This is an optimization exercise on Yosys and OpenROAD, whose aim is small area, a short achievable clock period and few clock cycles, not a production implementation.
Only simulation tests tie the RTL to the original design; equivalence was not proved.

==> flow/design.v <==
package fpdiv_fmt_pkg;
	typedef enum logic [1:0] {
		FMT_FP16 = 2'd0,
		FMT_FP32 = 2'd1,
		FMT_FP64 = 2'd2
	} fp_format_e;
	localparam int FRAC_W = 53;
	localparam int QUO_OUT_W = 55;
	localparam int FP16_FRAC_W = 11;
	localparam int FP32_FRAC_W = 24;
	localparam int FP64_FRAC_W = 53;
	localparam int ITER_CNT_W = 4;
	localparam logic [ITER_CNT_W-1:0] ITER_CNT_FP16 = 4'd1;
	localparam logic [ITER_CNT_W-1:0] ITER_CNT_FP32 = 4'd3;
	localparam logic [ITER_CNT_W-1:0] ITER_CNT_FP64 = 4'd8;
	localparam logic [ITER_CNT_W-1:0] ITER2_CNT_FP16 = 4'd2;
	localparam logic [ITER_CNT_W-1:0] ITER2_CNT_FP32 = 4'd5;
	localparam logic [ITER_CNT_W-1:0] ITER2_CNT_FP64 = 4'd13;
	typedef logic [FRAC_W-1:0] frac_t;
endpackage
package srt_pkg;
	localparam int STAGES_PER_CYCLE = 2;
	localparam int FP64_INT_ITER = 1;
	localparam int REM_W = 58;
	localparam int DIV_W = 52;
	localparam int QUO_W = 55;
	localparam int QDS_REM_W = 7;
	typedef logic [4:0] quo_dig_t;
	localparam int DIG_NEG2 = 4;
	localparam int DIG_NEG1 = 3;
	localparam int DIG_ZERO = 2;
	localparam int DIG_POS1 = 1;
	localparam int DIG_POS2 = 0;
	typedef struct packed {
		logic [REM_W-1:0] sum;
		logic [REM_W-1:0] carry;
	} rem_cs_t;
	typedef struct packed {
		logic [6:0] pos2;
		logic [6:0] pos1;
		logic [6:0] zero;
		logic [6:0] neg1;
	} qds_k_t;
	function automatic logic [27:0] qds_m(input logic [2:0] d_top);
		case (d_top)
			3'd0:    qds_m = {7'd12, 7'd4, -7'd5, -7'd13};
			3'd1:    qds_m = {7'd14, 7'd4, -7'd5, -7'd15};
			3'd2:    qds_m = {7'd15, 7'd4, -7'd5, -7'd16};
			3'd3:    qds_m = {7'd16, 7'd4, -7'd5, -7'd18};
			3'd4:    qds_m = {7'd18, 7'd6, -7'd7, -7'd19};
			3'd5:    qds_m = {7'd19, 7'd6, -7'd7, -7'd21};
			3'd6:    qds_m = {7'd20, 7'd6, -7'd7, -7'd22};
			default: qds_m = {7'd22, 7'd6, -7'd7, -7'd24};
		endcase
	endfunction
	function automatic logic [27:0] qds_k(input logic [2:0] d_top);
		logic [27:0] m;
		m = qds_m(d_top);
		qds_k = {7'd0 - m[27:21], 7'd0 - m[20:14], 7'd0 - m[13:7], 7'd0 - m[6:0]};
	endfunction
	localparam int K_VAR_W = 7;
	function automatic logic [K_VAR_W-1:0] qds_k_var(input logic [2:0] d_top);
		logic [27:0] k;
		k = qds_k(d_top);
		qds_k_var = {k[4:1], k[23:21]};
	endfunction
	function automatic logic [27:0] qds_k_build(input logic [K_VAR_W-1:0] kv, input logic [2:0] d_top);
		qds_k_build = {2'b11, !d_top[2], d_top[2], kv[2:0],
		               4'b1111, !d_top[2], d_top[2], 1'b0,
		               4'b0000, 1'b1, d_top[2], 1'b1,
		               2'b00, kv[6:3], !d_top[1]};
	endfunction
	function automatic logic int_dig_two(input logic [4:0] y, input logic [2:0] d_top);
		logic [27:0] m;
		m = qds_m(d_top);
		int_dig_two = ({2'b00, y} >= m[27:21]);
	endfunction
	function automatic logic carry_tree(input logic [63:0] g_in, input logic [63:0] p_in);
		logic [63:0] g;
		logic [63:0] p;
		g = g_in;
		p = p_in;
		for (int lvl = 1; lvl < 64; lvl = lvl * 2) begin
			for (int i = 0; i + lvl < 64; i = i + 2 * lvl) begin
				g[i] = g[i + lvl] | (p[i + lvl] & g[i]);
				p[i] = p[i + lvl] & p[i];
			end
		end
		carry_tree = g[0];
	endfunction
endpackage
`timescale 1ns/1ps
module srt_ctrl
(
	input  logic                      clk,
	input  logic                      rst_n,
	input  logic                      start_valid_i,
	input  logic                      finish_ready_i,
	input  logic                      flush_i,
	input  fpdiv_fmt_pkg::fp_format_e fp_format_i,
	output logic                      stall_o,
	output logic                      iter_o,
	output logic                      final_o,
	output logic                      first_o,
	output logic                      start_ready_o,
	output logic                      finish_valid_o
);
	logic                                 st_iter_q;
	logic                                 st_final_q;
	logic                                 valid_q;
	logic                                 first_q;
	logic                                 accept;
	logic [fpdiv_fmt_pkg::ITER_CNT_W-1:0] iter_cnt_init;
	logic [fpdiv_fmt_pkg::ITER_CNT_W-1:0] iter_cnt_q;
	logic                                 last_iter;
	always_comb begin
		case (fp_format_i)
			fpdiv_fmt_pkg::FMT_FP16: iter_cnt_init = fpdiv_fmt_pkg::ITER2_CNT_FP16;
			fpdiv_fmt_pkg::FMT_FP32: iter_cnt_init = fpdiv_fmt_pkg::ITER2_CNT_FP32;
			default:                 iter_cnt_init = fpdiv_fmt_pkg::ITER2_CNT_FP64;
		endcase
	end
	always_ff @(posedge clk) begin
		if (start_ready_o) begin
			iter_cnt_q <= iter_cnt_init;
		end else if (!stall_o) begin
			iter_cnt_q <= iter_cnt_q - 1'b1;
		end
	end
	assign last_iter = (iter_cnt_q == '0);
	assign start_ready_o = !st_iter_q;
	assign accept        = start_valid_i && start_ready_o && !flush_i;
	assign stall_o = st_iter_q && first_q && valid_q && !finish_ready_i;
	always_ff @(posedge clk or negedge rst_n) begin
		if (!rst_n) begin
			st_iter_q  <= 1'b0;
			st_final_q <= 1'b0;
			valid_q    <= 1'b0;
		end else if (flush_i) begin
			st_iter_q  <= 1'b0;
			st_final_q <= 1'b0;
			valid_q    <= 1'b0;
		end else begin
			st_iter_q  <= accept || (st_iter_q && !last_iter);
			st_final_q <= st_iter_q && last_iter;
			valid_q    <= st_final_q || (valid_q && !finish_ready_i);
		end
	end
	always_ff @(posedge clk) begin
		first_q <= accept || (first_q && stall_o);
	end
	assign first_o        = first_q;
	assign iter_o         = st_iter_q && !stall_o;
	assign final_o        = st_final_q;
	assign finish_valid_o = valid_q;
endmodule
`timescale 1ns/1ps
module srt_prescale
(
	input  logic [1:0]                    fmt_i,
	input  logic [srt_pkg::DIV_W-1:0]     a_raw_i,
	input  logic [srt_pkg::DIV_W-1:0]     b_raw_i,
	output logic [srt_pkg::DIV_W-1:0]     b_al_o,
	output srt_pkg::rem_cs_t              init_rem_o,
	output logic [1:0]                    init_quo_o,
	output srt_pkg::quo_dig_t             init_dig_o,
	output logic [srt_pkg::K_VAR_W-1:0]   k_var_o,
	output logic [2:0]                    d_top_o
);
	localparam int FW  = srt_pkg::DIV_W;
	localparam int W16 = fpdiv_fmt_pkg::FP16_FRAC_W - 1;
	localparam int W32 = fpdiv_fmt_pkg::FP32_FRAC_W - 1;
	logic [FW-1:0]             a_al;
	logic [FW-1:0]             b_al;
	logic                      lt16;
	logic                      lt32;
	logic                      lt64;
	logic                      a_lt_b;
	logic                      q0_two;
	always_comb begin
		case (fmt_i)
			fpdiv_fmt_pkg::FMT_FP16: begin
				a_al = {a_raw_i[W16-1:0], {(FW-W16){1'b0}}};
				b_al = {b_raw_i[W16-1:0], {(FW-W16){1'b0}}};
			end
			fpdiv_fmt_pkg::FMT_FP32: begin
				a_al = {a_raw_i[W32-1:0], {(FW-W32){1'b0}}};
				b_al = {b_raw_i[W32-1:0], {(FW-W32){1'b0}}};
			end
			default: begin
				a_al = a_raw_i;
				b_al = b_raw_i;
			end
		endcase
	end
	assign lt16 = srt_pkg::carry_tree({{(64-W16){1'b0}}, ~a_raw_i[W16-1:0] & b_raw_i[W16-1:0]},
	                                  {{(64-W16){1'b1}}, ~(a_raw_i[W16-1:0] ^ b_raw_i[W16-1:0])});
	assign lt32 = srt_pkg::carry_tree({{(64-W32+W16){1'b0}}, ~a_raw_i[W32-1:W16] & b_raw_i[W32-1:W16], lt16},
	                                  {{(64-W32+W16){1'b1}}, ~(a_raw_i[W32-1:W16] ^ b_raw_i[W32-1:W16]), 1'b0});
	assign lt64 = srt_pkg::carry_tree({{(64-FW+W32){1'b0}}, ~a_raw_i[FW-1:W32] & b_raw_i[FW-1:W32], lt32},
	                                  {{(64-FW+W32){1'b1}}, ~(a_raw_i[FW-1:W32] ^ b_raw_i[FW-1:W32]), 1'b0});
	always_comb begin
		case (fmt_i)
			fpdiv_fmt_pkg::FMT_FP16: a_lt_b = lt16;
			fpdiv_fmt_pkg::FMT_FP32: a_lt_b = lt32;
			default:                 a_lt_b = lt64;
		endcase
	end
	assign q0_two = a_lt_b ? srt_pkg::int_dig_two({1'b1, a_al[FW-1 -: 4]}, b_al[FW-1 -: 3])
	                       : srt_pkg::int_dig_two({2'b01, a_al[FW-1 -: 3]}, b_al[FW-1 -: 3]);
	logic int_iter;
	assign int_iter = (fmt_i != fpdiv_fmt_pkg::FMT_FP16) && (fmt_i != fpdiv_fmt_pkg::FMT_FP32);
	always_comb begin
		case ({int_iter, a_lt_b})
			2'b00:   init_rem_o.sum = {3'b000,  1'b1, a_al, 2'b00};
			2'b01:   init_rem_o.sum = {2'b00,   1'b1, a_al, 3'b000};
			2'b10:   init_rem_o.sum = {5'b00000, 1'b1, a_al};
			default: init_rem_o.sum = {4'b0000, 1'b1, a_al, 1'b0};
		endcase
	end
	assign init_rem_o.carry = '0;
	always_comb begin
		init_dig_o = '0;
		if (int_iter) begin
			init_dig_o[srt_pkg::DIG_ZERO] = 1'b1;
		end else if (q0_two) begin
			init_dig_o[srt_pkg::DIG_POS2] = 1'b1;
		end else begin
			init_dig_o[srt_pkg::DIG_POS1] = 1'b1;
		end
	end
	assign init_quo_o = int_iter ? 2'b00 : {q0_two, ~q0_two};
	assign d_top_o = b_al[FW-1 -: 3];
	assign b_al_o  = b_al;
	assign k_var_o = srt_pkg::qds_k_var(b_al[FW-1 -: 3]);
endmodule
`timescale 1ns/1ps
module srt_r4_qds
(
	input  logic [srt_pkg::QDS_REM_W-1:0]      sum_top_i,
	input  logic [srt_pkg::QDS_REM_W-1:0]      carry_top_i,
	input  srt_pkg::qds_k_t                    k_i,
	output srt_pkg::quo_dig_t                  quo_dig_o
);
	function automatic logic not_neg(input logic [6:0] a, input logic [6:0] b, input logic [6:0] k);
		logic [6:0] x;
		logic [6:0] y;
		logic [6:0] g;
		logic [6:0] p;
		logic       g54;
		logic       p54;
		logic       g31;
		logic       c6;
		x = a ^ b ^ k;
		y = {(a[5:0] & b[5:0]) | (a[5:0] & k[5:0]) | (b[5:0] & k[5:0]), 1'b0};
		g = x & y;
		p = x ^ y;
		g54 = g[5] | (p[5] & g[4]);
		p54 = p[5] & p[4];
		g31 = g[3] | (p[3] & g[2]) | (p[3] & p[2] & g[1]);
		c6  = g54 | (p54 & g31);
		not_neg = !(p[6] ^ c6);
	endfunction
	logic ge_pos2_raw;
	logic ge_pos1;
	logic ge_zero;
	logic ge_neg1_raw;
	assign ge_pos2_raw = not_neg(sum_top_i, carry_top_i, k_i.pos2);
	assign ge_pos1     = not_neg(sum_top_i, carry_top_i, k_i.pos1);
	assign ge_zero     = not_neg(sum_top_i, carry_top_i, k_i.zero);
	assign ge_neg1_raw = not_neg(sum_top_i, carry_top_i, k_i.neg1);
	assign quo_dig_o[srt_pkg::DIG_POS2] = ge_pos2_raw && ge_pos1;
	assign quo_dig_o[srt_pkg::DIG_POS1] = ge_pos1 && !ge_pos2_raw;
	assign quo_dig_o[srt_pkg::DIG_ZERO] = ge_zero && !ge_pos1;
	assign quo_dig_o[srt_pkg::DIG_NEG1] = ge_neg1_raw && !ge_zero;
	assign quo_dig_o[srt_pkg::DIG_NEG2] = !ge_neg1_raw && !ge_zero;
endmodule
`timescale 1ns/1ps
module srt_r4_stage
(
	input  srt_pkg::rem_cs_t              rem_i,
	input  logic [srt_pkg::REM_W-1:0]     div_i,
	input  srt_pkg::qds_k_t               k_i,
	output srt_pkg::rem_cs_t              rem_o,
	output srt_pkg::quo_dig_t             quo_dig_o
);
	srt_pkg::quo_dig_t quo_dig;
	srt_r4_qds u_qds (
		.sum_top_i   (rem_i.sum[srt_pkg::REM_W-1 -: srt_pkg::QDS_REM_W]),
		.carry_top_i (rem_i.carry[srt_pkg::REM_W-1 -: srt_pkg::QDS_REM_W]),
		.k_i         (k_i),
		.quo_dig_o   (quo_dig)
	);
	srt_r4_apply u_apply (
		.rem_i     (rem_i),
		.div_i     (div_i),
		.quo_dig_i (quo_dig),
		.rem_o     (rem_o)
	);
	assign quo_dig_o = quo_dig;
endmodule
module srt_r4_apply
(
	input  srt_pkg::rem_cs_t              rem_i,
	input  logic [srt_pkg::REM_W-1:0]     div_i,
	input  srt_pkg::quo_dig_t             quo_dig_i,
	output srt_pkg::rem_cs_t              rem_o
);
	logic [srt_pkg::REM_W-1:0]     sum_sh;
	logic [srt_pkg::REM_W-1:0]     carry_sh;
	logic [srt_pkg::REM_W-1:0]     div_2;
	logic [srt_pkg::REM_W-1:0]     mult_sel;
	logic                          mult_neg;
	logic [srt_pkg::REM_W-1:0]     maj;
	assign sum_sh   = {rem_i.sum[srt_pkg::REM_W-3:0], 2'b00};
	assign carry_sh = {rem_i.carry[srt_pkg::REM_W-3:0], 2'b00};
	assign div_2    = {div_i[srt_pkg::REM_W-2:0], 1'b0};
	assign mult_sel =
		  ({srt_pkg::REM_W{quo_dig_i[srt_pkg::DIG_NEG2]}} &  div_2)
		| ({srt_pkg::REM_W{quo_dig_i[srt_pkg::DIG_NEG1]}} &  div_i)
		| ({srt_pkg::REM_W{quo_dig_i[srt_pkg::DIG_POS1]}} & ~div_i)
		| ({srt_pkg::REM_W{quo_dig_i[srt_pkg::DIG_POS2]}} & ~div_2);
	assign mult_neg = quo_dig_i[srt_pkg::DIG_POS1] | quo_dig_i[srt_pkg::DIG_POS2];
	assign maj = (sum_sh & carry_sh) | (sum_sh & mult_sel) | (carry_sh & mult_sel);
	assign rem_o.sum   = sum_sh ^ carry_sh ^ mult_sel;
	assign rem_o.carry = {maj[srt_pkg::REM_W-2:0], mult_neg};
endmodule
`timescale 1ns/1ps
module srt_iter_core
(
	input  logic                          clk,
	input  logic                          take_i,
	input  logic                          iter_i,
	input  logic                          final_i,
	input  logic                          first_i,
	input  logic [srt_pkg::DIV_W-1:0]     b_al_i,
	input  srt_pkg::rem_cs_t              init_rem_i,
	input  logic [1:0]                    init_quo_i,
	input  srt_pkg::quo_dig_t             init_dig_i,
	input  logic [srt_pkg::K_VAR_W-1:0]   k_var_i,
	input  logic [2:0]                    d_top_i,
	input  logic                          rem_neg_i,
	output srt_pkg::rem_cs_t              rem_o,    
	output logic [srt_pkg::QUO_W-1:0]     quo_o
);
	localparam int S = srt_pkg::STAGES_PER_CYCLE;
	localparam int G = 2 * S;
	srt_pkg::rem_cs_t                  rem_q;
	srt_pkg::quo_dig_t                 pend_q;
	srt_pkg::rem_cs_t                  rem_cur;
	srt_pkg::rem_cs_t                  rem_mid;
	srt_pkg::quo_dig_t                 dig_1;
	srt_pkg::quo_dig_t                 dig_2;
	logic [srt_pkg::DIV_W-1:0]         div_q;
	logic [srt_pkg::K_VAR_W-1:0]       k_var_q;
	logic [2:0]                        d_top_q;
	logic [srt_pkg::QUO_W-1:0]         quo_q;
	logic signed [G:0]                 grp_q;
	logic signed [G:0]                 grp_m1;
	logic [srt_pkg::QUO_W-1:0]         quo_m1;
	logic [srt_pkg::QUO_W-1:0]         zero_below;
	logic                              base_m1;
	logic [G-1:0]                      low;
	logic [srt_pkg::REM_W-1:0]         div_ext;
	logic signed [G:0]                 grp;
	srt_pkg::qds_k_t                   qds_k;
	always_ff @(posedge clk) begin
		if (take_i) begin
			rem_q   <= init_rem_i;
			pend_q  <= init_dig_i;
		end else if (iter_i || final_i) begin
			rem_q   <= rem_mid;
			pend_q  <= dig_2;
		end
	end
	always_ff @(posedge clk) begin
		if (take_i) begin
			div_q   <= b_al_i;
			k_var_q <= k_var_i;
			d_top_q <= d_top_i;
		end
	end
	always_ff @(posedge clk) begin
		if (iter_i || final_i) begin
			quo_q <= {(first_i ? '0 : (base_m1 ? quo_m1[srt_pkg::QUO_W-G-1:0] : quo_q[srt_pkg::QUO_W-G-1:0])), low};
		end
	end
	always_ff @(posedge clk) begin
		if (take_i) begin
			grp_q <= {{(G-1){1'b0}}, init_quo_i};
		end else if (iter_i) begin
			grp_q <= grp;
		end
	end
	assign div_ext = {2'b01, div_q, {(srt_pkg::REM_W-srt_pkg::DIV_W-2){1'b0}}};
	assign qds_k = srt_pkg::qds_k_build(k_var_q, d_top_q);
	srt_r4_apply u_apply (
		.rem_i     (rem_q),
		.div_i     (div_ext),
		.quo_dig_i (pend_q),
		.rem_o     (rem_cur)
	);
	srt_r4_stage u_stage (
		.rem_i     (rem_cur),
		.div_i     (div_ext),
		.k_i       (qds_k),
		.rem_o     (rem_mid),
		.quo_dig_o (dig_1)
	);
	srt_r4_qds u_qds_2 (
		.sum_top_i   (rem_mid.sum[srt_pkg::REM_W-1 -: srt_pkg::QDS_REM_W]),
		.carry_top_i (rem_mid.carry[srt_pkg::REM_W-1 -: srt_pkg::QDS_REM_W]),
		.k_i         (qds_k),
		.quo_dig_o   (dig_2)
	);
	function automatic logic signed [2:0] dig_val(input srt_pkg::quo_dig_t d);
		dig_val = d[srt_pkg::DIG_POS2] ? 3'sd2 : d[srt_pkg::DIG_POS1] ? 3'sd1
		        : d[srt_pkg::DIG_NEG1] ? -3'sd1 : d[srt_pkg::DIG_NEG2] ? -3'sd2 : 3'sd0;
	endfunction
	assign grp = 5'(4 * dig_val(dig_1)) + 5'(dig_val(dig_2));
	always_comb begin
		zero_below = {~quo_q[srt_pkg::QUO_W-2:0], 1'b1};
		for (int d = 1; d < srt_pkg::QUO_W; d = d * 2) begin
			for (int i = srt_pkg::QUO_W - 1; i >= d; i--) begin
				if (i % (2 * d) >= d) begin
					zero_below[i] = zero_below[i] & zero_below[(i / (2 * d)) * (2 * d) + d - 1];
				end
			end
		end
		quo_m1 = quo_q ^ zero_below;
	end
	assign grp_m1  = grp_q - 1'b1;
	assign base_m1 = (final_i && rem_neg_i) ? grp_m1[G] : grp_q[G];
	assign low     = (final_i && rem_neg_i) ? grp_m1[G-1:0] : grp_q[G-1:0];
	assign rem_o   = rem_cur;
	assign quo_o   = quo_q;
endmodule
`timescale 1ns/1ps
module srt_post
(
	input  srt_pkg::rem_cs_t rem_i,
	output logic             neg_o
);
	localparam int W = srt_pkg::REM_W;
	assign neg_o = rem_i.sum[W-1] ^ rem_i.carry[W-1]
	             ^ srt_pkg::carry_tree({{(65-W){1'b0}}, rem_i.sum[W-2:0] & rem_i.carry[W-2:0]},
	                                   {{(65-W){1'b1}}, rem_i.sum[W-2:0] ^ rem_i.carry[W-2:0]});
endmodule
`timescale 1ns/1ps
module fpdiv_frac
(
	input  logic                 clk,
	input  logic                 rst_n,
	input  logic                 start_valid_i,
	output logic                 start_ready_o,
	input  logic                 flush_i,
	input  fpdiv_fmt_pkg::fp_format_e           fp_format_i,
	input  fpdiv_fmt_pkg::frac_t                a_frac_i,
	input  fpdiv_fmt_pkg::frac_t                b_frac_i,
	output logic                 finish_valid_o,
	input  logic                 finish_ready_i,
	output logic [fpdiv_fmt_pkg::QUO_OUT_W-1:0] fpdiv_frac_o
);
	logic                          stall;
	logic                          iter;
	logic                          final_step;
	logic [srt_pkg::DIV_W-1:0]     b_al;
	srt_pkg::rem_cs_t              init_rem;
	logic [1:0]                    init_quo;
	srt_pkg::quo_dig_t             init_dig;
	logic [srt_pkg::K_VAR_W-1:0]   init_k_var;
	logic [2:0]                    init_d_top;
	logic                          first_iter;
	srt_pkg::rem_cs_t              rem;
	logic                          rem_neg;
	srt_ctrl u_ctrl (
		.clk            (clk),
		.rst_n          (rst_n),
		.start_valid_i  (start_valid_i),
		.finish_ready_i (finish_ready_i),
		.flush_i        (flush_i),
		.fp_format_i    (fp_format_i),
		.stall_o        (stall),
		.iter_o         (iter),
		.final_o        (final_step),
		.first_o        (first_iter),
		.start_ready_o  (start_ready_o),
		.finish_valid_o (finish_valid_o)
	);
	srt_prescale u_prescale (
		.fmt_i      (fp_format_i),
		.a_raw_i    (a_frac_i[srt_pkg::DIV_W-1:0]),
		.b_raw_i    (b_frac_i[srt_pkg::DIV_W-1:0]),
		.b_al_o     (b_al),
		.init_rem_o (init_rem),
		.init_quo_o (init_quo),
		.init_dig_o (init_dig),
		.k_var_o    (init_k_var),
		.d_top_o    (init_d_top)
	);
	srt_iter_core u_core (
		.clk        (clk),
		.take_i     (start_ready_o),
		.iter_i     (iter),
		.final_i    (final_step),
		.first_i    (first_iter),
		.b_al_i     (b_al),
		.init_rem_i (init_rem),
		.init_quo_i (init_quo),
		.init_dig_i (init_dig),
		.k_var_i    (init_k_var),
		.d_top_i    (init_d_top),
		.rem_neg_i  (rem_neg),
		.rem_o      (rem),
		.quo_o      (fpdiv_frac_o)
	);
	srt_post u_post (
		.rem_i (rem),
		.neg_o (rem_neg)
	);
endmodule
==> flow/flow/run.sh <==
#!/bin/bash
set -euo pipefail
bash standard.sh ADDER_MAP_FILE= SETUP_SLACK_MARGIN=6 finish > flow_make.log 2>&1
==> flow/standard.sh <==
#!/bin/bash
# synth_recipe.tcl (not shown) runs the flow's synth.tcl, then flattens the netlist and writes it again
# the make line also repeats each setting of config.mk as NAME=value (left out here)
make -C /OpenROAD-flow-scripts/flow DESIGN_CONFIG=/design/flow/config.mk WORK_HOME=/design/flow/orfs CLKGATE_MAP_FILE= SYNTH_SCRIPT=/design/flow/synth_recipe.tcl "${@:-finish}"
==> flow/config.mk <==
export PLATFORM = sky130hd
export DESIGN_NAME = fpdiv_frac
export DESIGN_NICKNAME = fpdiv_frac
export VERILOG_FILES = /design/flow/design.v
export SDC_FILE = /design/flow/constraint.sdc
export NUM_CORES = 4
export LEC_CHECK = 0
export ABC_AREA = 1
export CAP_MARGIN = 20
export CORE_MARGIN = 2
export CORE_UTILIZATION = 40
export PLACE_DENSITY = 0.6
export SETUP_SLACK_MARGIN = 5
export SLEW_MARGIN = 20
==> flow/constraint.sdc <==
create_clock -name core_clock -period 11.0 [get_ports {clk}]
set_input_delay 2.2000 -clock core_clock [delete_from_list [all_inputs] [get_ports {clk}]]
set_output_delay 2.2000 -clock core_clock [all_outputs]
set_load 0.01 [all_outputs]
==> run summary, run 1 <==
CP bufs+invs 3; Top Family by Delay on Critical Path simple AND/OR/NAND/NOR gates; synthesized area per cell 6.30 um^2; Die Ht 234 um; arrival time of the worst setup path 5.27 ns; final setup TNS 0 ns; final non-filler cell total 4223; CTS H-tree depth 1; root buffer cell clkbuf_16; worst slew pin tran 0.952 ns; initial antenna violation count 0; critical path launch point type input port; Crit path top cell by count nand2_1; Total GRT Usage 28.9%; clk_skew 0.0336 ns; Synth Cell Area 21100 um^2; Vias 23300; area of the multi-input gates 12800 um^2; Layout area overhead 22.0%; setup violators final 0; die area 54600 um^2; Final Max Slew Viols 0; Period minus WS final 4.91 ns; Initial Utilization 40.3%; yosys warns 6; max_cap viols 0; vias in the first global route 20900; Post-Route WL 81500 um; adder-cell share of the synthesized area 0%; first-pass GRT wire length 122000 um; total gr overflow 0; hpwl dp 55800 um; gpl congestion 1.00; CP required 11.36 ns; Slowest-stage cell, CP clkdlybuf4s50_1; ys flop type edfxtp_1; fill count 5390; Port Buffers 167; Max Buffers Root-to-Sink 3; slew margin rel. 36.5%; Die Width 234 um; Crit. End Element register; Hold Vio Cnt, Final 0; Worst-Skew Late Latency 0.61 ns; ANT cells 0; TritonRoute pass-1 iters 6; Avg WL per Cell 19.3 um; crit-path max FO 7; fraction of layout cells with a size suffix above 1 11.6%; syn_nets 3464; Final Cell Area 25700 um^2; Layout Nets 3623; asr flop ratio synth 1.24%; placed cell count 4109; DRC viols 0; largest family of logic cells by synthesized area simple AND/OR/NAND/NOR gates; TritonCTS clock tree built; count of flip-flops with a built-in enable after synthesis 178; Yosys reg bits 241; io pins 170; Iter 0 DRT Violations 2547; core area 52300 um^2; Hold Crit Class reg -> reg; xor/xnor cell area share of the yosys netlist 2.99%; Setup CP Type in -> reg; RSZ-0062 raised after global routing yes; Synth Area in Compound Gates 19.6%; mux share of post-synthesis cell area 0%; post-synth top area share 25.3%; area occupied by registers 6630 um^2; simple-gate portion of the synthesized area 35.4%; cell count after synthesis 3351; Post-DP Area 23400 um^2; clk slew on worst S/H paths 0.06 ns; crit-path max cell delay 0.61 ns; largest net degree at the start of global routing 67; maximum clock frequency 204 MHz; critical-path cell list clkdlybuf4s50_1 > inv_1 > nand2_1 > nand2_1 > a211o_1 > nor4b_1 > nand2_1 > nand2_2 > nor2_1 > o21bai_1 > nand2_1 > nand2_2 > nand2_1 > nand2_2 > nand2_4 > nand2_4 > nand2_8 > clkbuf_16 > or2_2 > nand3_2 > nand2_1; Avg Vias per Cell 5.52; sequential area share after synthesis 31.4%; Layout Utilization 49.2%; outcome finished clean; top post-synthesis cells by area edfxtp_1 (25%), nand2_1 (19%), inv_1 (7.7%); # clock sinks 241; Final period util 44.6%; post-synth top area cell edfxtp_1; clock buffer count from CTS 31; antenna violation net count after detailed routing 0; post-synth cell types 58; row cnt 84
## what timing repair did
| item | CTS | global route |
|---|---|---|
| pin swaps | 8 | 24 |
| setup endpoints to repair | 172 | 140 |
| resized for setup | 134 | 125 |
| hold buffers | 0 | 0 |
| buffers inserted | 23 | 18 |
| cloned | 7 | 8 |
## cells in the mapped netlist, types with 3 or more instances
cell	n
nand2_1	1067
nor2_1	257
or2_4	3
clkbuf_1	86
dfrtp_1	3
nor2_4	11
inv_1	435
a21boi_1	3
a22oi_1	8
a211oi_1	8
nor2_2	10
nand3_1	235
buf_4	11
nand4_1	21
dfxtp_1	60
edfxtp_1	178
a31oi_1	8
or2_2	87
o211a_1	10
o21ai_1	8
buf_1	13
inv_2	12
xor2_1	22
o21bai_1	8
o211ai_1	21
a21oi_1	173
nor3_1	10
a21o_1	18
nor4_1	9
xnor2_1	50
nand3b_1	6
o21a_1	4
nand2_2	27
a221oi_1	42
o221ai_1	14
o22ai_1	89
a2111oi_0	3
a21oi_2	3
buf_2	17
o21ai_0	273
## worst paths after layout
check / from / endpoint / slack, ns / cells past startpoint
worst max-delay path: a_frac_i[22] / u_core.rem_q[93]$_DFFE_PP_ / 6.09 / 21
worst min-delay path: u_core.grp_q[3]$_SDFFE_PN0P_ / u_core.grp_q[3]$_SDFFE_PN0P_ / 0.45 / 2
worst max register to register: u_core.pend_q[1]$_DFFE_PP_ / u_core.quo_q[31]$_SDFFCE_PP0N_ / 6.16 / 27
worst min register to register: u_core.grp_q[3]$_SDFFE_PN0P_ / u_core.grp_q[3]$_SDFFE_PN0P_ / 0.45 / 2
max in group asynchronous: rst_n / u_ctrl.st_iter_q$_DFF_PN0_ / 9.05 / 1
min in group asynchronous: rst_n / u_ctrl.st_final_q$_DFF_PN0_ / 1.80 / 1
## worst min-delay path: cells and delay by family, from the launching register on
| family | cells | cell delay, ns |
|---|---|---|
| flops | 1 | 0.31 |
| simple gates | 2 | 0.10 |
## flip-flops by register name, indices dropped and copies added, names as in the netlist
register           cells
u_core.quo_q          55
u_ctrl.st_final_q      1
u_core.div_q          49
u_core.d_top_q         3
u_ctrl.valid_q         1
u_ctrl.iter_cnt_q      4
u_core.k_var_q         7
u_core.pend_q          4
u_ctrl.st_iter_q       1
u_core.grp_q           5
u_ctrl.first_q         1
u_core.rem_q         110
## layer usage
metal | wire length (um) | track usage [%] | vias up
met1 | 34700 | 39.1 | 10700
met2 | 36300 | 46.6 | 1053
met3 | 6830 | 3.81 | 194
li1 | - | - | 11400
met5 | 0 | 0 | -
met4 | 3620 | 11.7 | 0
## kinds of logic (layout without fill, tap and decap cells)
logic type             after synthesis  after routing
AO/OA/AOI/OAI                      703            703
XOR/XNOR                            72             72
buffers and inverters              578            758
flip-flops                         241            241
AND/OR/NAND/NOR                   1757           1761
## cells in the final DEF, fill, tap and decap left out, types with 8 or more instances in the layout
cell	n
buf_6	8
o21ai_0	255
nand3_2	8
nand2_1	1044
o221ai_1	13
a211oi_1	8
nor2_2	18
o211ai_1	21
a21o_1	18
xor2_1	15
nor3_1	10
buf_12	16
clkdlybuf4s50_1	144
or2_2	87
buf_2	9
a22oi_1	8
a21oi_1	169
nor2_1	244
edfxtp_1	178
o21ai_1	22
o211a_1	10
inv_2	27
nand2_2	34
nand2_4	16
nand4_1	21
o21bai_1	8
inv_1	414
buf_4	47
xnor2_1	48
o22ai_1	89
a221oi_1	40
clkbuf_16	37
nor2_4	16
nand3_1	228
dfxtp_1	58
## through the flow
| stage | setup slack [ns] | hold WS (ns) |
|---|---|---|
| final | 6.09 | 0.449 |
| after global routing | 5.88 | 0.484 |
| after CTS | 5.97 | 0.455 |
| after detailed placement | 3.64 | 0.444 |
| after global placement | 3.64 | 0.439 |
| after floorplan | 6.26 | 0.426 |
## area by class of cell
type                            instances  share of cell area, %
Tap cell                              688                   3.34
Sequential cell                       241                   25.7
Multi-Input combinational cell       2536                   49.7
Timing Repair inverter                  1                 0.0194
Clock inverter                         14                  0.700
Timing Repair Buffer                  249                   10.3
Inverter                              450                   6.71
Clock buffer                           44                   3.48
Testbench counts, summed over its fixed seeds: cycles 21,116.
==> inputs of run 2 (changes only) <==
==> flow/flow/run.sh (replaced) <==
#!/bin/bash
set -euo pipefail
bash standard.sh ADDER_MAP_FILE= SETUP_SLACK_MARGIN=6 "BUFFER_PORTS_ARGS=-buffer_cell sky130_fd_sc_hd__buf_1" finish > flow_make.log 2>&1
==> run summary, run 2 <==
antenna violation net count after detailed routing 0 (unchanged); root buffer cell clkbuf_16 (unchanged); io pins 170 (unchanged); Slowest-stage cell, CP a2111oi_0 (was clkdlybuf4s50_1); syn_nets 3464 (unchanged); slew margin rel. 25.2% (was 36.5%); asr flop ratio synth 1.24% (unchanged); TritonCTS clock tree built (unchanged); fraction of layout cells with a size suffix above 1 11.2% (was 11.6%); largest registers u_core.rem_q (110), u_core.quo_q (55), u_core.div_q (49) (unchanged); CP required 11.31 ns (was 11.36 ns); Layout area overhead 17.2% (was 22.0%); critical-path cell list buf_1 > nor2_1 > nor3b_1 > o21ai_0 > a2111oi_0 > nand2_1 > a21oi_1 > a221oi_2 > nand2_4 > nand2_8 > clkbuf_16 > o211ai_1 > nand2_1 (was clkdlybuf4s50_1 > inv_1 > nand2_1 > nand2_1 > a211o_1 > nor4b_1 > nand2_1 > nand2_2 > nor2_1 > o21bai_1 > nand2_1 > nand2_2 > nand2_1 > nand2_2 > nand2_4 > nand2_4 > nand2_8 > clkbuf_16 > or2_2 > nand3_2 > nand2_1); Post-Route WL 82200 um (was 81500 um); row cnt 84 (unchanged); outcome finished clean (unchanged); # clock sinks 241 (unchanged); core area 52300 um^2 (unchanged); Port Buffers 167 (unchanged); Hold Crit Class reg -> reg (unchanged); clk slew on worst S/H paths 0.06 ns (about the same); TritonRoute pass-1 iters 6 (unchanged); Final Max Slew Viols 0 (unchanged); crit-path max FO 9 (was 7); post-synth top area cell edfxtp_1 (unchanged); Biggest register u_core.rem_q (unchanged); met1 Track Usage GR 39.3% (was 39.1%); max_cap viols 0 (unchanged); GRT busiest layer met2 (unchanged); arrival time of the worst setup path 5.26 ns (was 5.27 ns); Worst-Skew Late Latency 0.60 ns (was 0.61 ns); synthesized area per cell 6.30 um^2 (unchanged); Final period util 45.0% (was 44.6%); hpwl dp 55300 um (was 55800 um); routing usage on met3 3.92% (was 3.81%); die area 54600 um^2 (unchanged); fill count 5462 (was 5390); top post-synthesis cells by area edfxtp_1 (25%), nand2_1 (19%), inv_1 (7.7%) (unchanged); yosys warns 6 (unchanged); Setup CP Type in -> reg (unchanged); sequential area share after synthesis 31.4% (unchanged); commonest non-fill, non-tap cell in the layout nand2_1 (unchanged); largest net degree at the start of global routing 62 (was 67); first-pass GRT wire length 119000 um (was 122000 um); Avg WL per Cell 19.5 um (was 19.3 um); Crit. End Element register (unchanged); pre-CTS setup slack 3.63 ns (was 3.64 ns); commonest cells after routing, fill and taps aside nand2_1 (1038), inv_1 (422), o21ai_0 (256) (was nand2_1 (1044), inv_1 (414), o21ai_0 (255)); total gr overflow 0 (unchanged); gpl congestion 0.984 (was 1.00); hold-fix buffers at CTS 0 (unchanged); Worst Setup Slack, final 6.05 ns (was 6.09 ns); DRC viols 0 (unchanged); CTS H-tree depth 1 (unchanged); final setup TNS 0 ns (unchanged); RSZ-0062 raised after global routing yes (unchanged); crit-path max cell delay 0.80 ns (was 0.61 ns); count of flip-flops with a built-in enable after synthesis 178 (unchanged); Die Width 234 um (unchanged); Die Ht 234 um (unchanged); post-synth top area share 25.3% (unchanged); setup violators final 0 (unchanged); Layout Nets 3624 (was 3623); most frequent cell after synthesis nand2_1 (unchanged); Initial Utilization 40.3% (unchanged); Hold Vio Cnt, Final 0 (unchanged); critical path launch point type input port (unchanged); Vias 23200 (was 23300); Total GRT Usage 28.4% (was 28.9%); post-synth cell types 58 (unchanged); vias in the first global route 20000 (was 20900); worst slew pin tran 1.12 ns (was 0.952 ns); leading cell types by count after synthesis nand2_1 (1067), inv_1 (435), o21ai_0 (273) (unchanged); cell count after synthesis 3351 (unchanged); Period minus WS final 4.95 ns (was 4.91 ns); clk_skew 0.0317 ns (was 0.0336 ns); Crit path top cell by count nand2_1 (unchanged); Yosys reg bits 241 (unchanged); initial antenna violation count 4 (was 0); Synth Cell Area 21100 um^2 (unchanged); max FFs per register 110 (unchanged); ys flop type edfxtp_1 (unchanged); Avg Vias per Cell 5.49 (was 5.52); met2 usage 45.1% (was 46.6%); Max Buffers Root-to-Sink 3 (unchanged); clock buffer count from CTS 31 (unchanged); Iter 0 DRT Violations 2544 (was 2547); maximum clock frequency 202 MHz (was 204 MHz)
-- run 2: cell counts after synthesis --
Identical to the previous run, type by type.
-- run 2: cell families (layout without fill, tap and decap cells) --
kind of cell,Yosys count,count (layout),synth area share (%)
buf+inv,578,758,10.6
compound gates,703,703,19.6
other cells,0,1,0
simple gates,1757,1761,35.4
xor+xnor,72,72,2.99
flops,241,241,31.4
-- run 2: repair_timing --
action                                  CTS  global route
pin swaps                                 5            26
setup buffers                            14            27
endpoints found under the setup margin  166           140
cloned                                    6            11
gates resized for setup                  90           121
-- run 2: layer usage --
| metal | vias up | part of all wire [%] |
|---|---|---|
| met2 | 1063 | 44 |
| met3 | 200 | 9.0 |
| met1 | 10500 | 42 |
| met5 | - | 0.043 |
| met4 | 6 | 4.6 |
| li1 | 11400 | - |
-- run 2: worst max-delay path: cells and delay by family --
family / cells / cell delay [ns]
simple gates: 6 / 0.83
buf+inv: 2 / 0.54
compound gates: 5 / 1.68
-- run 2: stage by stage --
step           utilization (%)  area [um^2]  hold slack (ns)  cells
2_1_floorplan                -        21100            0.426   3351
3_5_place_dp              42.6        22300            0.442   4108
5_1_grt                   47.3        24700            0.466   4224
6_report                  47.3        24700            0.451   4224
4_1_cts                   45.6        23800            0.454   4185
3_3_place_gp              42.6        22300            0.439   4108
-- run 2: final timing paths --
path | cells after the start | start | slack (ns) | endpoint
min in group asynchronous | 1 | rst_n | 1.42 | u_ctrl.valid_q$_DFF_PN0_
hold reg to reg | 2 | u_core.grp_q[3]$_SDFFE_PN0P_ | 0.45 | u_core.grp_q[3]$_SDFFE_PN0P_
hold / removal | 2 | u_core.grp_q[3]$_SDFFE_PN0P_ | 0.45 | u_core.grp_q[3]$_SDFFE_PN0P_
max in group asynchronous | 1 | rst_n | 9.42 | u_ctrl.st_final_q$_DFF_PN0_
setup / recovery | 13 | b_frac_i[45] | 6.05 | u_core.rem_q[100]$_DFFE_PP_
setup reg to reg | 25 | u_core.pend_q[0]$_DFFE_PP_ | 6.22 | u_core.quo_q[4]$_SDFFCE_PP0N_
-- run 2: layout make-up --
cell class                      count  area [um^2]  share of cell area [%]
Tap cell                          688          861                    3.48
Antenna cell                        1         2.50                  0.0101
Clock buffer                       42          857                    3.46
Multi-Input combinational cell   2536        12800                    51.8
Sequential cell                   241         6630                    26.8
Clock inverter                     15          134                   0.541
Timing Repair Buffer              251         1720                    6.96
Inverter                          450         1730                    6.99
==> inputs of run 3 (changes only) <==
--- a/flow/config.mk
+++ b/flow/config.mk
@@ -10,4 +10,6 @@
 export CORE_MARGIN = 2
 export CORE_UTILIZATION = 40
+export CTS_BUF_LIST = sky130_fd_sc_hd__clkbuf_8
+export CTS_CLUSTER_SIZE = 16
 export PLACE_DENSITY = 0.6
 export SETUP_SLACK_MARGIN = 5
==> run summary, run 3 <==
Port Buffers 167 (unchanged); synthesized area per cell 6.30 um^2 (unchanged); max FFs per register 110 (unchanged); CP required 11.38 ns (was 11.31 ns); Crit. End Element register (unchanged); initial antenna violation count 5 (was 4); fill count 5506 (was 5462); Yosys reg bits 241 (unchanged); row cnt 84 (unchanged); crit-path max cell delay 0.72 ns (was 0.80 ns); post-synth top area cell edfxtp_1 (unchanged); Avg Vias per Cell 5.47 (was 5.49); placed cell count 4108 (unchanged); post-synth cell types 58 (unchanged); # clock sinks 241 (unchanged); Period minus WS final 4.92 ns (was 4.95 ns); post-synth top area share 25.3% (unchanged); clock buffer count from CTS 49 (was 31); syn_nets 3464 (unchanged); clk slew on worst S/H paths 0.06 ns (about the same); outcome finished clean (unchanged); largest registers u_core.rem_q (110), u_core.quo_q (55), u_core.div_q (49) (unchanged); Hold Path End u_core.grp_q[3]$_SDFFE_PN0P_ (unchanged); Max Buffers Root-to-Sink 3 (unchanged); yosys warns 6 (unchanged); commonest non-fill, non-tap cell in the layout nand2_1 (unchanged); die area 54600 um^2 (unchanged); fraction of layout cells with a size suffix above 1 11.7% (was 11.2%); Worst Setup SP b_frac_i[45] (unchanged); final setup TNS 0 ns (unchanged); maximum clock frequency 203 MHz (was 202 MHz); arrival time of the worst setup path 5.30 ns (was 5.26 ns); critical-path cell list buf_1 > inv_1 > nor2_1 > nor3b_1 > o21ai_0 > nor2_1 > a211oi_1 > a21oi_1 > a221oi_1 > clkbuf_2 > nand2_4 > nand2_8 > buf_12 > nand4_1 > o211ai_1 > nand2_1 (was buf_1 > nor2_1 > nor3b_1 > o21ai_0 > a2111oi_0 > nand2_1 > a21oi_1 > a221oi_2 > nand2_4 > nand2_8 > clkbuf_16 > o211ai_1 > nand2_1); total gr overflow 0 (unchanged); Vias 23300 (was 23200); Setup CP Type in -> reg (unchanged); Hold Path Origin u_core.grp_q[3]$_SDFFE_PN0P_ (unchanged); Hold Vio Cnt, Final 0 (unchanged); Reg2Reg Depth 24 (was 25); top post-synthesis cells by area edfxtp_1 (25%), nand2_1 (19%), inv_1 (7.7%) (unchanged); Slowest-stage cell, CP a221oi_1 (was a2111oi_0); root buffer cell clkbuf_8 (was clkbuf_16); max_cap viols 0 (unchanged); Avg WL per Cell 19.3 um (was 19.5 um); worst slew pin tran 1.11 ns (was 1.12 ns); setup violators final 0 (unchanged); antenna violation net count after detailed routing 0 (unchanged); io pins 170 (unchanged); Layout Nets 3640 (was 3624); Hold Crit Class reg -> reg (unchanged); slew margin rel. 25.7% (was 25.2%); Worst-Skew Late Latency 0.66 ns (was 0.60 ns); critical path launch point type input port (unchanged); hold path cells 2 (unchanged); DRC viols 0 (unchanged); worst reg2reg endpoint u_core.quo_q[52]$_SDFFCE_PP0N_ (was u_core.quo_q[4]$_SDFFCE_PP0N_); FF-to-FF setup slack 6.10 ns (was 6.22 ns); Initial Utilization 40.3% (unchanged); Die Width 234 um (unchanged); most frequent cell after synthesis nand2_1 (unchanged); hold-fix buffers at CTS 0 (unchanged); Crit path top cell by count nor2_1 (was nand2_1); Biggest register u_core.rem_q (unchanged); count of flip-flops with a built-in enable after synthesis 178 (unchanged); Post-Route WL 82100 um (was 82200 um); crit-path max FO 11 (was 9); Synth Cell Area 21100 um^2 (unchanged); asr flop ratio synth 1.24% (unchanged); clk_skew 0.0343 ns (was 0.0317 ns); cell count after synthesis 3351 (unchanged); commonest cells after routing, fill and taps aside nand2_1 (1033), inv_1 (431), o21ai_0 (266) (was nand2_1 (1038), inv_1 (422), o21ai_0 (256)); leading cell types by count after synthesis nand2_1 (1067), inv_1 (435), o21ai_0 (273) (unchanged); TritonRoute pass-1 iters 7 (was 6); RSZ-0062 raised after global routing yes (unchanged); core area 52300 um^2 (unchanged); Hold WS 0.450 ns (was 0.451 ns); sequential area share after synthesis 31.4% (unchanged); gpl congestion 0.984 (unchanged); largest net degree at the start of global routing 62 (unchanged); first-pass GRT wire length 119000 um (about the same); CTS H-tree depth 2 (was 1); Total GRT Usage 28.7% (was 28.4%); ys flop type edfxtp_1 (unchanged); hpwl dp 55300 um (unchanged); Iter 0 DRT Violations 2628 (was 2544); Layout area overhead 17.1% (was 17.2%); Final period util 44.7% (was 45.0%); Final Max Slew Viols 0 (unchanged); vias in the first global route 20200 (was 20000); worst r2r src u_core.pend_q[0]$_DFFE_PP_ (unchanged); TritonCTS clock tree built (unchanged); Die Ht 234 um (unchanged); final non-filler cell total 4257 (was 4224)
-- run 3: cell counts after synthesis --
Identical to the previous run, type by type.
-- run 3: through the flow --
| step | cell area (um^2) | setup WS, ns | util (%) |
|---|---|---|---|
| 6_report | 24700 | 6.08 | 47.2 |
| 4_1_cts | 23700 | 6.03 | 45.4 |
| 2_1_floorplan | 21100 | 6.26 | - |
| 3_5_place_dp | 22300 | 3.63 | 42.6 |
| 3_3_place_gp | 22300 | 3.61 | 42.6 |
| 5_1_grt | 24700 | 5.94 | 47.2 |
-- run 3: worst max path at each step --
stage                                     endpoint  slack (ns)
floorplan               u_core.rem_q[93]$_DFFE_PP_        6.26
global placement    u_core.quo_q[26]$_SDFFCE_PP0N_        3.61
detailed placement  u_core.quo_q[52]$_SDFFCE_PP0N_        3.63
CTS                    u_core.rem_q[100]$_DFFE_PP_        6.03
global route             u_core.grp_q[0]$_DFFE_PP_        5.94
finish                 u_core.rem_q[100]$_DFFE_PP_        6.08
-- run 3: logic make-up after synthesis --
logic type / after synthesis / share of synthesized area [%]
and+or+nand+nor: 1757 / 35.4
AOI/OAI and AO/OA: 703 / 19.6
buffers and inverters: 578 / 10.6
DFF: 241 / 31.4
xor gates and xnor gates: 72 / 2.99
-- run 3: critical path: cells and delay by family --
| kind | cells | cell delay [ns] |
|---|---|---|
| AOI/OAI and AO/OA | 5 | 1.49 |
| buffers and inverters | 4 | 0.87 |
| and+or+nand+nor | 7 | 0.73 |
-- run 3: metal layers --
layer	vias up	GRT usage [%]	share of wire (%)
li1	11400	-	-
met1	10600	39.1	42
met2	1043	44.7	44
met3	203	4.50	9.3
met4	6	12.6	4.5
met5	-	0	0.043
-- run 3: area by class of cell --
cell class / instances / area [um^2] / area share, %
inverters: 450 / 1730 / 7.00
well taps: 688 / 861 / 3.48
multi-input cells: 2536 / 12800 / 51.7
repair buffers: 249 / 1750 / 7.07
clock inverters: 39 / 260 / 1.05
clock buffers: 52 / 716 / 2.90
flip-flops and latches: 241 / 6630 / 26.8
diodes: 2 / 5.00 / 0.0203
-- run 3: what timing repair did --
item,4_1_cts,5_1_grt
pin swaps,3,26
endpoints found under the setup margin,166,114
buffers inserted,10,32
resized for setup,82,126
gates cloned,4,9
==> inputs of run 4 (changes only) <==
==> flow/flow/run.sh (replaced) <==
#!/bin/bash
set -euo pipefail
bash standard.sh ADDER_MAP_FILE= SETUP_SLACK_MARGIN=6.3 "BUFFER_PORTS_ARGS=-buffer_cell sky130_fd_sc_hd__buf_1" finish > flow_make.log 2>&1
==> run summary, run 4 <==
# clock sinks 241 (unchanged); fraction of layout cells with a size suffix above 1 17.8% (was 11.7%); io pins 170 (unchanged); hold path cells 2 (unchanged); initial antenna violation count 6 (was 5); final setup TNS 0 ns (unchanged); Post-Route WL 85000 um (was 82100 um); commonest cells after routing, fill and taps aside nand2_1 (989), inv_1 (426), nor2_1 (235) (was nand2_1 (1033), inv_1 (431), o21ai_0 (266)); Reg2Reg Depth 36 (was 24); critical path launch point type input port (unchanged); Iter 0 DRT Violations 2902 (was 2628); max_cap viols 0 (unchanged); Final Cell Area 26600 um^2 (was 24700 um^2); core area 52300 um^2 (unchanged); yosys warns 6 (unchanged); FF-to-FF setup slack 6.41 ns (was 6.10 ns); hold-fix buffers at CTS 0 (unchanged); commonest non-fill, non-tap cell in the layout nand2_1 (unchanged); row cnt 84 (unchanged); Vias 24000 (was 23300); TritonRoute pass-1 iters 7 (unchanged); Hold Crit Class reg -> reg (unchanged); most frequent cell after synthesis nand2_1 (unchanged); vias in the first global route 20900 (was 20200); gpl congestion 0.958 (was 0.984); TritonCTS clock tree built (unchanged); first-pass GRT wire length 122000 um (was 119000 um); largest registers u_core.rem_q (110), u_core.quo_q (55), u_core.div_q (49) (unchanged); Max Buffers Root-to-Sink 3 (unchanged); synthesized area per cell 6.30 um^2 (unchanged); Synth Cell Area 21100 um^2 (unchanged); max FFs per register 110 (unchanged); Worst-Skew Late Latency 0.66 ns (about the same); die area 54600 um^2 (unchanged); leading cell types by count after synthesis nand2_1 (1067), inv_1 (435), o21ai_0 (273) (unchanged); antenna violation net count after detailed routing 0 (unchanged); worst slew pin tran 1.07 ns (was 1.11 ns); Die Width 234 um (unchanged); clk_skew 0.0509 ns (was 0.0343 ns); Worst Setup SP a_frac_i[6] (was b_frac_i[45]); Setup CP Type in -> reg (unchanged); Hold Path End u_core.grp_q[3]$_SDFFE_PN0P_ (unchanged); asr flop ratio synth 1.24% (unchanged); worst reg2reg endpoint u_core.grp_q[0]$_DFFE_PP_ (was u_core.quo_q[52]$_SDFFCE_PP0N_); worst r2r src u_core.pend_q[3]$_SDFFE_PN0N_ (was u_core.pend_q[0]$_DFFE_PP_); Die Ht 234 um (unchanged); area occupied by registers 6630 um^2 (about the same); Initial Utilization 40.3% (unchanged); Crit. End Element register (unchanged); clk slew on worst S/H paths 0.06 ns (about the same); ys flop type edfxtp_1 (unchanged); Final period util 43.6% (was 44.7%); placed cell count 4110 (was 4108); count of flip-flops with a built-in enable after synthesis 178 (unchanged); RSZ-0062 raised after global routing yes (unchanged); total gr overflow 0 (unchanged); post-synth top area share 25.3% (unchanged); fill count 5323 (was 5506); cell count after synthesis 3351 (unchanged); clock buffer count from CTS 46 (was 49); slew margin rel. 28.3% (was 25.7%); syn_nets 3464 (unchanged); Yosys reg bits 241 (unchanged); Port Buffers 167 (unchanged); Post-DP Area 22300 um^2 (about the same); DRC viols 0 (unchanged); post-synth cell types 58 (unchanged); setup violators final 0 (unchanged); Biggest register u_core.rem_q (unchanged); Total GRT Usage 29.2% (was 28.7%); Hold Path Origin u_core.grp_q[3]$_SDFFE_PN0P_ (unchanged); sequential area share after synthesis 31.4% (unchanged); hpwl dp 55300 um (about the same); CP required 11.37 ns (was 11.38 ns); Avg WL per Cell 19.6 um (was 19.3 um); Avg Vias per Cell 5.56 (was 5.47); root buffer cell clkbuf_8 (unchanged); maximum clock frequency 208 MHz (was 203 MHz); top post-synthesis cells by area edfxtp_1 (25%), nand2_1 (19%), inv_1 (7.7%) (unchanged); Layout area overhead 26.1% (was 17.1%); area of the multi-input gates 13700 um^2 (was 12800 um^2); post-synth top area cell edfxtp_1 (unchanged); outcome finished clean (unchanged); largest net degree at the start of global routing 78 (was 62); CTS H-tree depth 2 (unchanged); Layout Nets 3712 (was 3640); final non-filler cell total 4327 (was 4257); Period minus WS final 4.80 ns (was 4.92 ns); Final Max Slew Viols 0 (unchanged); arrival time of the worst setup path 5.16 ns (was 5.30 ns); Hold Vio Cnt, Final 0 (unchanged); crit-path max FO 6 (was 11)
[run 4: how the worst max path moves through the flow]
stage,to,cells past startpoint
final,u_core.rem_q[100]$_DFFE_PP_,27
after CTS,u_core.pend_q[0]$_DFFE_PP_,18
after global routing,u_core.rem_q[100]$_DFFE_PP_,26
after floorplan,u_core.rem_q[100]$_DFFE_PP_,29
after detailed placement,u_core.quo_q[11]$_SDFFCE_PP0N_,23
after global placement,u_core.quo_q[11]$_SDFFCE_PP0N_,24
[run 4: per-stage QoR]
stage	worst slack (ns)	hold WS, ns	util, %
floorplan	6.32	0.426	-
global placement	4.02	0.438	42.6
detailed placement	4.04	0.440	42.7
CTS	6.25	0.453	46.9
global route	6.07	0.467	50.9
finish	6.20	0.448	50.9
[run 4: cell families (layout without fill, tap and decap cells)]
group / after synthesis / count (layout) / synth area share [%]
other: 0 / 2 / 0
DFF: 241 / 241 / 31.4
xor gates and xnor gates: 72 / 72 / 2.99
and+or+nand+nor: 1757 / 1764 / 35.4
AOI/OAI and AO/OA: 703 / 703 / 19.6
buffers and inverters: 578 / 857 / 10.6
[run 4: cell type report]
| cell class | instances | area share (%) |
|---|---|---|
| Tap cell | 688 | 3.23 |
| Timing Repair inverter | 1 | 0.0188 |
| Clock buffer | 60 | 3.10 |
| Antenna cell | 2 | 0.0188 |
| Timing Repair Buffer | 320 | 9.93 |
| Multi-Input combinational cell | 2539 | 51.5 |
| Clock inverter | 26 | 0.625 |
| Inverter | 450 | 6.67 |
| Sequential cell | 241 | 24.9 |
[run 4: routing by layer]
metal / part of all wire, % / routed length [um] / GRT usage, % / vias to the layer above
li1: - / - / - / 11600
met1: 40 / 34400 / 39.4 / 11000
met2: 44 / 37500 / 45.4 / 1196
met3: 11 / 8960 / 4.76 / 225
met4: 4.8 / 4090 / 13.8 / 8
met5: 0.054 / 46 / 0 / -
[run 4: worst max-delay path: stages]
cell and delay, ns:
buf_2 0.17, inv_4 0.08, nor2_2 0.10, nor3_2 0.06, a221oi_2 0.21, nand2_1 0.09
nand2_1 0.08, nand2_2 0.10, o221ai_2 0.16, inv_1 0.06, o21ai_1 0.12, nand2_1 0.08
nand2_1 0.08, nand2_2 0.06, nor2_2 0.12, o21bai_1 0.08, nand2_1 0.07, nand2_2 0.08
nand2_2 0.09, nand2_2 0.07, nand2_4 0.14, nand2_4 0.09, nand2_8 0.16, buf_16 0.13
nand4_1 0.16, o211ai_1 0.23, nand2_1 0.09
[run 4: what timing repair did]
item | CTS | global route
pin swaps | 21 | 108
gates resized for setup | 156 | 343
gates cloned | 13 | 15
setup endpoints to repair | 172 | 188
setup buffers | 36 | 65
==> inputs of run 5 (changes only) <==
==> flow/flow/run.sh (replaced) <==
#!/bin/bash
set -euo pipefail
bash standard.sh ADDER_MAP_FILE= SETUP_SLACK_MARGIN=6.5 "BUFFER_PORTS_ARGS=-buffer_cell sky130_fd_sc_hd__buf_1" finish > flow_make.log 2>&1
==> run summary, run 5 <==
outcome finished clean (unchanged); fraction of layout cells with a size suffix above 1 20.1% (was 17.8%); Biggest register u_core.rem_q (unchanged); arrival time of the worst setup path 5.04 ns (was 5.16 ns); post-synth top area cell edfxtp_1 (unchanged); Hold Crit Class reg -> reg (unchanged); commonest non-fill, non-tap cell in the layout nand2_1 (unchanged); max FFs per register 110 (unchanged); io pins 170 (unchanged); Final Max Slew Viols 0 (unchanged); post-synth top area share 25.3% (unchanged); total gr overflow 0 (unchanged); asr flop ratio synth 1.24% (unchanged); CTS H-tree depth 2 (unchanged); initial antenna violation count 10 (was 6); die area 54600 um^2 (unchanged); commonest cells after routing, fill and taps aside nand2_1 (964), inv_1 (421), nor2_1 (223) (was nand2_1 (989), inv_1 (426), nor2_1 (235)); root buffer cell clkbuf_8 (unchanged); placed cell count 4108 (was 4110); Hold Vio Cnt, Final 0 (unchanged); syn_nets 3464 (unchanged); Crit. End Element register (unchanged); TritonCTS clock tree built (unchanged); Slowest-stage cell, CP a221oi_2 (was o211ai_1); Post-Route WL 86500 um (was 85000 um); Max Buffers Root-to-Sink 3 (unchanged); core area 52300 um^2 (unchanged); Setup CP Type in -> reg (unchanged); Die Ht 234 um (unchanged); vias in the first global route 21300 (was 20900); clock buffer count from CTS 48 (was 46); TritonRoute pass-1 iters 10 (was 7); Initial Utilization 40.3% (unchanged); final non-filler cell total 4360 (was 4327); Layout Nets 3742 (was 3712); antenna violation net count after detailed routing 0 (unchanged); Synth Cell Area 21100 um^2 (unchanged); Port Buffers 167 (unchanged); hpwl dp 55000 um (was 55300 um); Vias 24200 (was 24000); most frequent cell after synthesis nand2_1 (unchanged); post-synth cell types 58 (unchanged); clk_skew 0.0388 ns (was 0.0509 ns); Top Family by Delay on Critical Path simple AND/OR/NAND/NOR gates (unchanged); row cnt 84 (unchanged); final setup TNS 0 ns (unchanged); CP required 11.37 ns (about the same); ys flop type edfxtp_1 (unchanged); synthesized area per cell 6.30 um^2 (unchanged); gpl congestion 0.990 (was 0.958); Yosys reg bits 241 (unchanged); slew margin rel. 20.5% (was 28.3%); Die Width 234 um (unchanged); maximum clock frequency 214 MHz (was 208 MHz); CP bufs+invs 2 (was 4); max_cap viols 0 (unchanged); worst slew pin tran 1.19 ns (was 1.07 ns); DRC viols 0 (unchanged); # clock sinks 241 (unchanged); Layout area overhead 29.0% (was 26.1%); Avg Vias per Cell 5.55 (was 5.56); Total GRT Usage 30.2% (was 29.2%); Worst-Skew Late Latency 0.65 ns (was 0.66 ns); Iter 0 DRT Violations 2723 (was 2902); crit-path max FO 7 (was 6); crit-path max cell delay 0.25 ns (was 0.23 ns); largest registers u_core.rem_q (110), u_core.quo_q (55), u_core.div_q (49) (unchanged); Final period util 42.5% (was 43.6%); cell count after synthesis 3351 (unchanged); RSZ-0062 raised after global routing yes (unchanged); clk slew on worst S/H paths 0.06 ns (about the same); critical path launch point type input port (unchanged); count of flip-flops with a built-in enable after synthesis 178 (unchanged); leading cell types by count after synthesis nand2_1 (1067), inv_1 (435), o21ai_0 (273) (unchanged); Avg WL per Cell 19.8 um (was 19.6 um); Crit path top cell by count nand2_1 (unchanged); yosys warns 6 (unchanged); largest net degree at the start of global routing 69 (was 78); first-pass GRT wire length 125000 um (was 122000 um); top post-synthesis cells by area edfxtp_1 (25%), nand2_1 (19%), inv_1 (7.7%) (unchanged); sequential area share after synthesis 31.4% (unchanged); Period minus WS final 4.67 ns (was 4.80 ns); setup violators final 0 (unchanged)
[run 5: cell counts after synthesis]
No cell type changed its count.
[run 5: what timing repair did]
item | 4_1_cts | 5_1_grt
pin swaps | 49 | 116
hold endpoints to repair | 0 | 0
gates cloned | 21 | 11
setup buffers | 61 | 66
hold buffers | 0 | 0
setup endpoints to repair | 223 | 171
gates resized for setup | 293 | 310
[run 5: cells by family after synthesis]
group | after synthesis | synth area share [%]
XOR/XNOR | 72 | 2.99
AO/OA/AOI/OAI | 703 | 19.6
flip-flops | 241 | 31.4
AND/OR/NAND/NOR | 1757 | 35.4
buffers and inverters | 578 | 10.6
[run 5: final timing paths]
check / from / slack [ns] / cells past startpoint / to
worst min register to register: u_core.grp_q[3]$_SDFFE_PN0P_ / 0.45 / 2 / u_core.grp_q[3]$_SDFFE_PN0P_
worst min-delay path: u_core.grp_q[3]$_SDFFE_PN0P_ / 0.45 / 2 / u_core.grp_q[3]$_SDFFE_PN0P_
worst max register to register: u_core.pend_q[1]$_DFFE_PP_ / 6.51 / 24 / u_core.quo_q[32]$_SDFFCE_PP0N_
min in group asynchronous: rst_n / 1.37 / 1 / u_ctrl.valid_q$_DFF_PN0_
max in group asynchronous: rst_n / 9.45 / 1 / u_ctrl.st_final_q$_DFF_PN0_
worst max-delay path: a_frac_i[7] / 6.33 / 25 / u_core.rem_q[100]$_DFFE_PP_
[run 5: area by class of cell]
class                      instances  area, um^2
fill                            5254       25100
multi-input combinational       2543       14100
sequential                       241        6630
antenna                            3        7.51
clock inverter                    38         228
timing repair buffer             345        2950
inverter                         450        1760
clock buffer                      52         716
tap                              688         861
[run 5: per-stage QoR]
step	utilization, %	hold WS (ns)	setup WS [ns]	cell area, um^2
after global routing	52.0	0.493	6.21	27200
after CTS	48.3	0.456	6.44	25300
after detailed placement	42.6	0.443	3.67	22300
after global placement	42.6	0.440	3.67	22300
final	52.0	0.453	6.33	27200
after floorplan	-	0.426	6.34	21200
[run 5: worst register-to-register path, delay by kind of cell (launching register included)]
kind            cells  cell delay (ns)
simple gates        9             1.48
buf+inv             7             1.04
compound gates      7             1.26
xor+xnor            1             0.16
flops               1             0.38
[run 5: layer usage]
metal | share of wire, % | track usage (%)
met5 | 0.082 | 0
met4 | 5.4 | 14.7
met3 | 9.7 | 5.52
met2 | 44 | 47.9
met1 | 41 | 39.5

[re-timing with driven ports]
How much do the figures lean on ideal ports? The routed layouts below were timed once more, with nothing changed but the port constraints.
Step 1 assumes that a clkbuf_16 drives the clock port and a buf_2 every other input.
Step 2 also shifts input and output timing later by t, the mid clock arrival at the registers, as if the neighbouring blocks saw the same clock.
Slacks: no drivers / after step 1 / after step 2; pairs: no drivers / after step 1.
| run | shift t [ns] | setup slack, ns | hold WS [ns] |
|---|---|---|---|
| run 1 | 0.651 | 6.094 / 6.123 / 5.472 | 0.449 / 0.449 / 0.449 |
| run 2 | 0.644 | 6.054 / 6.083 / 5.439 | 0.451 / 0.451 / 0.451 |
| run 3 | 0.700 | 6.082 / 6.101 / 5.412 | 0.450 / 0.450 / 0.450 |
| run 4 | 0.698 | 6.203 / 6.222 / 5.525 | 0.448 / 0.448 / 0.448 |
| run 5 | 0.691 | 6.329 / 6.345 / 5.655 | 0.453 / 0.453 / 0.453 |
After both steps setup and hold are still met in every run listed. The setup slack of run 4, which loses most, moves by +0.019 ns with the drivers and by -0.678 ns with both steps.
